This design comes from an exercise in tuning for small area and few clock cycles per item on the open sky130 flow, not from production work.
Only simulation tests tie the RTL to the original design; equivalence was not proved.

==> flow/design.v (excerpt) <==
module s_expression_tokenizer_core
#(
  parameter int unsigned LINE_BITS   = 20,
  parameter int unsigned COLUMN_BITS = 16,
  parameter int unsigned QDEPTH      = 0
) (
  input  logic        clk_i,
  input  logic        rst_ni,
  input  logic        in_valid_i,
  output logic        in_stall_o,
  input  logic [1:0]  op_i,
  input  logic [15:0] ch_i,
  output logic        out_valid_o,
  input  logic        out_stall_i,
  output logic        kind_o,
  output logic [15:0] text_char_o,
  output logic [3:0]  token_type_o,
  output logic [19:0] line_number_o,
  output logic [15:0] column_o,
  output logic [15:0] length_o,
  output logic        last_o
);
For scale: roughly 590 cells after synthesis, ~57 flip-flops, roughly 98 I/O pins.
clock: 5.0 ns
lec_check: 0
cap_margin: 5
core_margin: 2
core_utilization: 40
gpl_timing_driven: 0
slew_margin: 5
standard.sh (not shown) runs the stock make flow with config.mk's settings and CLKGATE_MAP_FILE= SYNTH_SCRIPT=/design/flow/synth_recipe.tcl, a recipe that flattens the netlist after the stock synthesis.
==> flow/flow/run.sh <==
#!/bin/bash
# The standard layout with three changes:
#  - synthesis maps with an area-only ABC script (flow/abc_area_map.script
#    in place of ORFS's abc_speed.script; nothing else in synthesis changes)
#  - plain buf_1 cells as the port buffers
#  - a clock tree of clkbuf_4/clkbuf_8 cells with no dummy loads
set -euo pipefail
here=$(pwd)
rm -rf "$here/orfs_scripts"
cp -r "$FLOW_HOME/scripts" "$here/orfs_scripts"
cp "$here/flow/abc_area_map.script" "$here/orfs_scripts/abc_speed.script"
export SCRIPTS_DIR="$here/orfs_scripts"
export BUFFER_PORTS_ARGS="-buffer_cell sky130_fd_sc_hd__buf_1"
export CTS_ARGS="-sink_clustering_enable -repair_clock_nets -dont_use_dummy_load -sink_clustering_size 30 -sink_clustering_max_diameter 100 -buf_list {sky130_fd_sc_hd__clkbuf_4 sky130_fd_sc_hd__clkbuf_8}"
bash standard.sh > standard_flow.log 2>&1
==> flow/flow/abc_area_map.script <==
strash
dch
map -a
topo
stime -c
The baseline produced a clean layout.
Testbench counts at the start, summed over its fixed seeds: cycles 40,481, items 32,013.
Then changed:
--- a/flow/flow/run.sh
+++ b/flow/flow/run.sh
@@ -3 +3 @@
-#  - synthesis maps with an area-only ABC script (flow/abc_area_map.script
+#  - synthesis maps with an area-oriented ABC script (amap) (flow/abc_area_map.script
@@ -6 +6 @@
-#  - a clock tree of clkbuf_4/clkbuf_8 cells with no dummy loads
+#  - a clock tree of clkbuf_4 cells with no dummy loads
@@ -14 +14 @@
-export CTS_ARGS="-sink_clustering_enable -repair_clock_nets -dont_use_dummy_load -sink_clustering_size 30 -sink_clustering_max_diameter 100 -buf_list {sky130_fd_sc_hd__clkbuf_4 sky130_fd_sc_hd__clkbuf_8}"
+export CTS_ARGS="-sink_clustering_enable -repair_clock_nets -dont_use_dummy_load -sink_clustering_size 30 -sink_clustering_max_diameter 100 -buf_list {sky130_fd_sc_hd__clkbuf_4}"
==> flow/flow/abc_area_map.script (replaced) <==
strash
dch
amap
topo
stime -c
CAP_MARGIN = 20   (was 5)
SLEW_MARGIN = 20   (was 5)
Result: The changed run completed with no timing, DRC or antenna violations. Via count drops by a few percent. Register-to-register slack gets better by 0.03 ns. Cell count drops by a little under a tenth. Design area stays flat.
Then changed:
--- a/flow/flow/run.sh
+++ b/flow/flow/run.sh
@@ -3 +3 @@
-#  - synthesis maps with an area-oriented ABC script (amap) (flow/abc_area_map.script
+#  - synthesis maps with an area-oriented ABC script (&nf with the delay relaxed) (flow/abc_area_map.script
==> flow/flow/abc_area_map.script (replaced) <==
&get -n
&st
&dch
&nf -R 100
&put
topo
stime -c
CORE_UTILIZATION = 65   (was 40)
Outcome: Final area shrinks by 4.6%. Routed wire length goes down by 4.8%. Sequential share of layout area is higher by 1.4 points. Clock skew is lower by 0.0079 ns. Worst setup slack gets worse by 0.033 ns.
Then changed:
--- a/flow/flow/run.sh
+++ b/flow/flow/run.sh
@@ -3 +3 @@
-#  - synthesis maps with an area-oriented ABC script (&nf with the delay relaxed) (flow/abc_area_map.script
+#  - synthesis maps with an area-only ABC script (flow/abc_area_map.script
@@ -6 +6 @@
-#  - a clock tree of clkbuf_4 cells with no dummy loads
+#  - a clock tree of clkbuf_4/clkbuf_8 cells with no dummy loads
@@ -14 +14 @@
-export CTS_ARGS="-sink_clustering_enable -repair_clock_nets -dont_use_dummy_load -sink_clustering_size 30 -sink_clustering_max_diameter 100 -buf_list {sky130_fd_sc_hd__clkbuf_4}"
+export CTS_ARGS="-sink_clustering_enable -repair_clock_nets -dont_use_dummy_load -sink_clustering_size 30 -sink_clustering_max_diameter 100 -buf_list {sky130_fd_sc_hd__clkbuf_4 sky130_fd_sc_hd__clkbuf_8}"
==> flow/flow/abc_area_map.script (replaced) <==
strash
dch
map -a
topo
stime -c
CORE_UTILIZATION = 40   (was 65)
Effect:
- global-route usage is lower by 9.8 points
- clock skew is lower by 0.015 ns
- cell count is higher by 25%
- count of clock-buffer cells in the layout is unchanged
- die area is higher by 64%

[re-timing with driven ports]
How much do the figures lean on ideal ports? The routed layouts below were timed once more, with nothing changed but the port constraints. Step 1: set_driving_cell puts a clkbuf_16 on clk_i and a buf_2 on each other input, an assumption about the parent block. Step 2, shift: input delay + t, output delay - t, t = (earliest + latest rising clock arrival at the registers) / 2. This alone moves slack from input paths to output paths. a / b / c = no drivers / after step 1 / after step 2; a / b = the first two.
| run | t (ns) | setup WS [ns] | hold slack, ns | clock arrival spread, ns | slew at the worst register clock pin (ns) |
|---|---|---|---|---|---|
| the first run | 0.348 | 0.260 / 0.222 / 0.063 | 0.546 / 0.546 / 0.546 | 0.029 / 0.029 | 0.07 / 0.07 |
| the second run | 0.417 | 0.295 / 0.263 / -0.059 | 0.470 / 0.470 / 0.470 | 0.041 / 0.041 | 0.12 / 0.12 |
| the third run | 0.409 | 0.262 / 0.244 / -0.146 | 0.474 / 0.474 / 0.474 | 0.034 / 0.033 | 0.12 / 0.12 |
| the fourth run | 0.351 | 0.314 / 0.282 / 0.073 | 0.518 / 0.509 / 0.545 | 0.018 / 0.018 | 0.06 / 0.06 |
With both steps, setup timing fails in the second run and the third run, where it was met with ideal ports. The setup slack of the third run, which loses most, moves by -0.018 ns with the drivers and by -0.408 ns with both steps.
